Context: an optimization exercise on an open-source flow, tuned for small area and a short achievable clock period. The choices shown serve that exercise and are no tape-out recipe. Function was checked by simulation only, so behaviour that the tests miss may differ from the original. Power and IR drop assume default switching activity.

===== flow/run.sh =====
#!/bin/bash
# synth_recipe.tcl (not shown) runs the flow's synth.tcl, then flattens the netlist and writes it again
# the make line also repeats each setting of config.mk as NAME=value (left out here)
make -C /OpenROAD-flow-scripts/flow DESIGN_CONFIG=/design/flow/config.mk WORK_HOME=/design/flow/orfs CLKGATE_MAP_FILE= SYNTH_SCRIPT=/design/flow/synth_recipe.tcl finish

===== flow/config.mk =====
export PLATFORM = sky130hd
export DESIGN_NAME = adc_circ_buffer
export DESIGN_NICKNAME = adc_circ_buffer
export VERILOG_FILES = /design/flow/design.v
export SDC_FILE = /design/flow/constraint.sdc
export NUM_CORES = 4
export LEC_CHECK = 0
export CAP_MARGIN = 20
export CORE_MARGIN = 2
export CORE_UTILIZATION = 40
export SLEW_MARGIN = 20

===== flow/constraint.sdc =====
create_clock -name core_clock -period 6.0 [get_ports {FASTCLK}]
set_input_delay 1.2000 -clock core_clock [delete_from_list [all_inputs] [get_ports {FASTCLK}]]
set_output_delay 1.2000 -clock core_clock [all_outputs]
set_load 0.01 [all_outputs]

===== flow/design.v =====
package adc_pkg;
  localparam int ADC_DATA_W = 12;
  localparam int ADC_ADDR_W = 8;
  typedef enum logic [2:0] {
    IDLE,
    FILL,
    ARMED,
    POST,
    READOUT
  } state_t;
  function automatic logic [ADC_ADDR_W-1:0] ptr_add(input logic [ADC_ADDR_W-1:0] ptr,
                                                    input logic [ADC_ADDR_W-1:0] n);
    ptr_add = ptr + n;
  endfunction
endpackage
module circ_ram
#(
  parameter int DATA_W = adc_pkg::ADC_DATA_W,
  parameter int ADDR_W = adc_pkg::ADC_ADDR_W
) (
  input  logic              clk_i,
  input  logic              we_i,
  input  logic [ADDR_W-1:0] waddr_i,
  input  logic [DATA_W-1:0] wdata_i,
  input  logic              re_i,
  input  logic [ADDR_W-1:0] raddr_i,
  output logic [DATA_W-1:0] rdata_o
);
  localparam int DEPTH = 1 << ADDR_W;
  logic [DATA_W-1:0] mem_q [DEPTH];
  always_ff @(posedge clk_i) begin
    if (we_i) begin
      mem_q[waddr_i] <= wdata_i;
    end
    if (re_i) begin
      rdata_o <= mem_q[raddr_i];
    end
  end
endmodule
module adc_circ_buffer
#(
  parameter int DATA_W    = adc_pkg::ADC_DATA_W,
  parameter int ADDR_W    = adc_pkg::ADC_ADDR_W,
  parameter int POST_TRIG = 192
) (
  input  logic              FASTCLK,
  input  logic              RESET_n,
  input  logic [DATA_W-1:0] IN_DATA,
  input  logic              IN_WE,
  input  logic              ARM,
  input  logic              TRIG,
  input  logic              RD_READY,
  output logic [DATA_W-1:0] RD_DATA,
  output logic              RD_VALID,
  output logic              RD_LAST,
  output logic [ADDR_W-1:0] TRIG_ADDR,
  output logic              BUSY,
  output logic              TRIG_LOST
);
  localparam int DEPTH = 1 << ADDR_W;
  localparam int PRE   = DEPTH - POST_TRIG;
  localparam logic [ADDR_W:0] PRE_C  = (ADDR_W + 1)'(PRE);
  localparam logic [ADDR_W:0] POST_C = (ADDR_W + 1)'(POST_TRIG);
  localparam logic [ADDR_W:0] LAST_C = (ADDR_W + 1)'(DEPTH - 1);
  adc_pkg::state_t            state_q, state_d;
  logic [ADDR_W-1:0] wr_ptr_q, wr_ptr_d;
  logic [ADDR_W-1:0] rd_ptr_q, rd_ptr_d;
  logic [ADDR_W-1:0] trig_addr_q, trig_addr_d;
  logic [ADDR_W:0]   pre_cnt_q, pre_cnt_d;
  logic [ADDR_W:0]   post_cnt_q, post_cnt_d;
  logic [ADDR_W:0]   rd_cnt_q, rd_cnt_d;
  logic              trig_lost_q, trig_lost_d;
  logic              rd_valid_q, rd_valid_d;
  logic              ext_trig;
  logic              trig_hit;
  logic              wr_en;
  logic              rd_en;
  logic              xfer;
  logic [ADDR_W-1:0] rd_addr;
  logic [DATA_W-1:0] ram_rdata;
  assign ext_trig = TRIG;
  assign trig_hit = TRIG;
  assign wr_en = IN_WE && ((state_q == adc_pkg::FILL) || (state_q == adc_pkg::ARMED) || (state_q == adc_pkg::POST));
  assign xfer  = rd_valid_q && RD_READY;
  assign rd_en = (state_q == adc_pkg::READOUT);
  assign rd_addr = xfer ? adc_pkg::ptr_add(rd_ptr_q, ADDR_W'(1)) : rd_ptr_q;
  circ_ram #(
    .DATA_W(DATA_W),
    .ADDR_W(ADDR_W)
  ) u_ram (
    .clk_i  (FASTCLK),
    .we_i   (wr_en),
    .waddr_i(wr_ptr_q),
    .wdata_i(IN_DATA),
    .re_i   (rd_en),
    .raddr_i(rd_addr),
    .rdata_o(ram_rdata)
  );
  always_comb begin
    state_d     = state_q;
    wr_ptr_d    = wr_ptr_q;
    rd_ptr_d    = rd_ptr_q;
    trig_addr_d = trig_addr_q;
    pre_cnt_d   = pre_cnt_q;
    post_cnt_d  = post_cnt_q;
    rd_cnt_d    = rd_cnt_q;
    trig_lost_d = trig_lost_q;
    rd_valid_d  = rd_valid_q;
    if (wr_en) begin
      wr_ptr_d = adc_pkg::ptr_add(wr_ptr_q, ADDR_W'(1));
    end
    case (state_q)
      adc_pkg::IDLE: begin
        if (ARM) begin
          state_d     = adc_pkg::FILL;
          pre_cnt_d   = '0;
          trig_lost_d = 1'b0;
        end
      end
      adc_pkg::FILL: begin
        if (ext_trig) begin
          trig_lost_d = 1'b1;
        end
        if (IN_WE) begin
          pre_cnt_d = pre_cnt_q + 1'b1;
          if (pre_cnt_d == PRE_C) begin
            state_d = adc_pkg::ARMED;
          end
        end
      end
      adc_pkg::ARMED: begin
        if (trig_hit) begin
          state_d     = adc_pkg::POST;
          trig_addr_d = wr_ptr_q;
          post_cnt_d  = IN_WE ? (ADDR_W + 1)'(1) : '0;
          if (IN_WE && (post_cnt_d == POST_C)) begin
            state_d  = adc_pkg::READOUT;
            rd_ptr_d = wr_ptr_d;
            rd_cnt_d = '0;
          end
        end
      end
      adc_pkg::POST: begin
        if (IN_WE) begin
          post_cnt_d = post_cnt_q + 1'b1;
          if (post_cnt_d == POST_C) begin
            state_d  = adc_pkg::READOUT;
            rd_ptr_d = wr_ptr_d;
            rd_cnt_d = '0;
          end
        end
      end
      adc_pkg::READOUT: begin
        rd_valid_d = 1'b1;
        if (xfer) begin
          rd_ptr_d = adc_pkg::ptr_add(rd_ptr_q, ADDR_W'(1));
          rd_cnt_d = rd_cnt_q + 1'b1;
          if (rd_cnt_q == LAST_C) begin
            state_d    = adc_pkg::IDLE;
            rd_valid_d = 1'b0;
          end
        end
      end
      default: state_d = adc_pkg::IDLE;
    endcase
  end
  always_ff @(posedge FASTCLK) begin
    if (!RESET_n) begin
      state_q     <= adc_pkg::IDLE;
      wr_ptr_q    <= '0;
      rd_ptr_q    <= '0;
      trig_addr_q <= '0;
      pre_cnt_q   <= '0;
      post_cnt_q  <= '0;
      rd_cnt_q    <= '0;
      trig_lost_q <= 1'b0;
      rd_valid_q  <= 1'b0;
    end else begin
      state_q     <= state_d;
      wr_ptr_q    <= wr_ptr_d;
      rd_ptr_q    <= rd_ptr_d;
      trig_addr_q <= trig_addr_d;
      pre_cnt_q   <= pre_cnt_d;
      post_cnt_q  <= post_cnt_d;
      rd_cnt_q    <= rd_cnt_d;
      trig_lost_q <= trig_lost_d;
      rd_valid_q  <= rd_valid_d;
    end
  end
  assign RD_VALID  = rd_valid_q;
  assign RD_DATA   = rd_valid_q ? ram_rdata : '0;
  assign RD_LAST   = rd_valid_q && (rd_cnt_q == LAST_C);
  assign TRIG_ADDR = trig_addr_q;
  assign BUSY      = (state_q != adc_pkg::IDLE);
  assign TRIG_LOST = trig_lost_q;
endmodule

==> key figures <==
Setup path
  • CP arrival: about 6.3 ns
  • Worst Path Required: between 6 and 7 ns
  • Crit. End Element: flip-flop
  • Crit path launch type: flip-flop
  • CP top delay family: compound AO/OA/AOI/OAI gates
  • Slowest-stage cell, CP: a2111oi_1
  • CP Max Fanout: 28
  • Reg2Reg Setup Slack: approximately 0.35 ns
  • WP buf/inv: 6
  • WS Path Type: reg -> reg
  • Max incr delay on CP: between 1 and 1.5 ns
  • Worst-path cell chain: nand3_2 -> xnor2_4 -> buf_12 -> buf_12 -> nor2_4 -> buf_12 -> buf_4 -> a32oi_1 -> a311oi_1 -> nor4_1 -> buf_4 -> a2111oi_1 -> buf_4 -> o31ai_1

Logic synthesis
  • Cell variety after synth: 97
  • Most used flip-flop cell after synthesis: edfxtp_1
  • Count leader, synth: edfxtp_1
  • Synth warn: 2
  • Largest family of logic cells by synthesized area: multiplexers
  • Post-synthesis register bit count: roughly 3100
  • Synth Area in Compound Gates: 0.08170
  • Seq/Total Area, Yosys: 0.7213
  • Syn nets: between 8000 and 9000
  • Portion of netlist area occupied by mux cells: 0.08465
  • Number of flops mapped to enable cells by yosys: about 3100
  • Synth top area share: 0.7127
  • Simple-gate share of the synthesized area: 0.08292
  • Leading area contributor after synthesis: edfxtp_1
  • Commonest cells in the netlist: edfxtp_1 (3084), nand2_1 (1275), mux2i_1 (686)
  • Post-Syn Area: 129900 µm²
  • Post-Syn Instances: 8656
  • Post-synthesis xor/xnor area fraction: 0.001550
  • Top cells by area, synth: edfxtp_1 (71%), mux2i_1 (5.3%), nand2_1 (3.7%), mux4_2 (3.1%), nand3_1 (1.5%)
  • Mapped Avg Cell Area: between 15 and 20 µm²
  • Async SR Flop Fraction: 0
  • Synth Area in Adders: 0.0008666

STA
  • Relative slew slack: 0.1548
  • RSZ-0062 raised after global routing: no
  • Setup violations, final: 0
  • Final Skew: approximately 0.056 ns
  • Fin crit share: 0.9409
  • Setup tns final: 0 ns
  • F_max: ~180 MHz
  • Max-slew violations: 0
  • Fin crit period: ~5.6 ns
  • Transition time of the tightest slew-check pin: between 1 and 1.5 ns
  • WHS: 0.4546 ns
  • Final hold vios: 0

Drt
  • Via density: 6.109
  • Metal-1 WL: roughly 160000 µm
  • Number of routed nets with antenna violations: 0
  • WL/cell: 31.25 µm
  • Final WL: between 400000 and 500000 µm
  • Max layer used: met5
  • DR DRC count: 0
  • DRT iter0 DRCs: around 12000
  • Met2 WL post-DR: a little under 200000 µm
  • Met3 routed WL: about 45000 µm
  • DRT Pass-1 Iters: 6
  • Vias: slightly above 80000

Final layout
  • Area grow syn2layout: 13.96%
  • Nets: ~9000
  • Layout cells sized above 1: 0.1501
  • Final-layout fill cell count: between 20000 and 30000

GRT
  • Grt ovf: 0
  • Largest net degree at the start of global routing: between 100 and 150
  • First-pass GRT wire length: 595500 µm
  • Initial antenna violation count: 22
  • Vias in the first global route: ~79000
  • GRT Total Usage: 0.2495

Clocking
  • Postcts setup bufs: 0
  • Clock slew at reported path FFs: around 0.070 ns
  • H-tree depth: 5
  • Clock sink total: 3140
  • Max Root-Sink Buffers: 4
  • CTS tree: built
  • CTS Hold Buffers Added: 0
  • Root Driver: clkbuf_16
  • Worst skew pair latency: roughly 0.90 ns
  • PostCTS Resize Cnt: 0
  • CTS buffer count: approximately 320

Placed design
  • DP Wirelength: 266900 µm
  • Port bufs: 41
  • GP Congestion: between 0.9 and 1

Power and ir drop
  • Leak: approximately 46 nW
  • VDD IR-drop max: between 0.2 and 0.3 mV
  • Cell area power density: 307.6 nW/µm²

Floorplan
  • DIE AREA: about 330000 µm²
  • # IOs: 42
  • Num rows: 209
  • Initial Utilization: 0.4014
  • Die Y: about 570 µm
  • Die W: between 500 and 600 µm
  • Core ar.: ~320000 µm²

Run
  • Max-cap violations: 0

Run status
  • Status: finished clean

Hold path
  • Worst min path class: reg -> reg
## tightest hold or removal path, cell delays in order (launching register included)
cell and delay (ns):
dfxtp_1 0.31, nand2_1 0.05, a21oi_1 0.05
## power breakdown
part           internal, mW  switching (mW)  total (mW)
Combinational         0.603            1.62        2.23
Sequential             24.1          0.0447        24.2
Clock                  10.8            8.36        19.2
Total                  35.5            10.0        45.6
## cells in the final DEF (no fill, tap or decap), types with 72 or more instances in the layout
cell	n
clkbuf_16	330
a22oi_1	73
clkinv_1	75
buf_12	80
and3_1	72
a21oi_1	276
nand2_1	1274
nand3_1	375
nor2_2	93
mux4_2	177
edfxtp_1	3084
o21ai_0	205
o22ai_1	103
buf_4	498
nor2_1	288
nor2b_1	93
a32oi_1	158
mux2i_1	686
a221oi_1	184
a31oi_1	162
a211oi_1	158
## sequential cells by signal (all words and copies together) (netlist names)
signal / count
u_ram.mem_q: 3072
u_ram.rdata_o: 12
post_cnt_q: 9
pre_cnt_q: 9
rd_cnt_q: 9
rd_ptr_q: 8
trig_addr_q: 8
wr_ptr_q: 8
state_q: 3
rd_valid_q: 1
trig_lost_q: 1
## stage by stage
stage	area, µm²	setup WS (ns)	cells	util	power, mW
after detailed placement	138200	-0.4149	12980	0.4268	26.81
after floorplan	129900	2.130	8656	-	25.55
after global placement	137900	-0.3471	12980	0.4261	26.77
after global routing	148100	0.3403	13550	0.4574	46.63
after CTS	148000	0.4293	13550	0.4571	45.68
final	148100	0.3544	13560	0.4574	45.55
## kinds of logic after synthesis
logic type | after synthesis
simple gates | 2447
mux | 876
flops | 3140
xor+xnor | 20
buf+inv | 634
fa+ha+maj | 9
compound gates | 1530
## worst paths after layout
check                               startpoint  cells past startpoint               end
worst max-delay path                rd_valid_q                     14  u_ram.rdata_o[3]
worst min-delay path            trig_addr_q[0]                      2    trig_addr_q[0]
worst max register to register      rd_valid_q                     14  u_ram.rdata_o[3]
worst min register to register  trig_addr_q[0]                      2    trig_addr_q[0]
## cell type report
| cell class | instances | area [µm²] | share of cell area |
|---|---|---|---|
| Multi-Input combinational cell | 4882 | 33210 | 0.2242 |
| Antenna cell | 10 | 25.02 | 0.0001690 |
| Clock inverter | 169 | 1279 | 0.008635 |
| Tap cell | 4325 | 5411 | 0.03654 |
| Clock buffer | 400 | 8531 | 0.05761 |
| Inverter | 12 | 45.04 | 0.0003042 |
| Timing Repair Buffer | 623 | 5853 | 0.03952 |
| Sequential cell | 3140 | 93740 | 0.6330 |
## metal layers
metal	global-route usage	vias up
met2	0.3851	4908
met4	0.1100	10
met3	0.05380	881
li1	-	34660
met5	0	-
met1	0.3400	42390

port drivers added, routing unchanged:
The flow's constraints put no driver on any port. The routed layout listed below was extracted and timed again, unchanged, in two steps.
Step 1 sets driving cells, clkbuf_16 on the clock port and buf_2 on the other inputs (assumed; they add their load-dependent delay and slew).
Step 2 times the ports against the registers' clock, not the clock port: input delays grow and output delays shrink by t, the midpoint of the rising clock arrivals with the driver on.
a / b / c = no drivers / after step 1 / after step 2; a / b = the first two.
shift t [ns]: 0.970
setup slack, ns: 0.354 / 0.354 / -0.468
hold slack, ns: 0.455 / 0.455 / 0.455
pins driven straight from the clock port: 1
With both steps, setup timing fails in this run, where it was met with ideal ports. For this run, drivers alone change the setup slack by 0.000 ns; drivers and shift together by -0.822 ns.
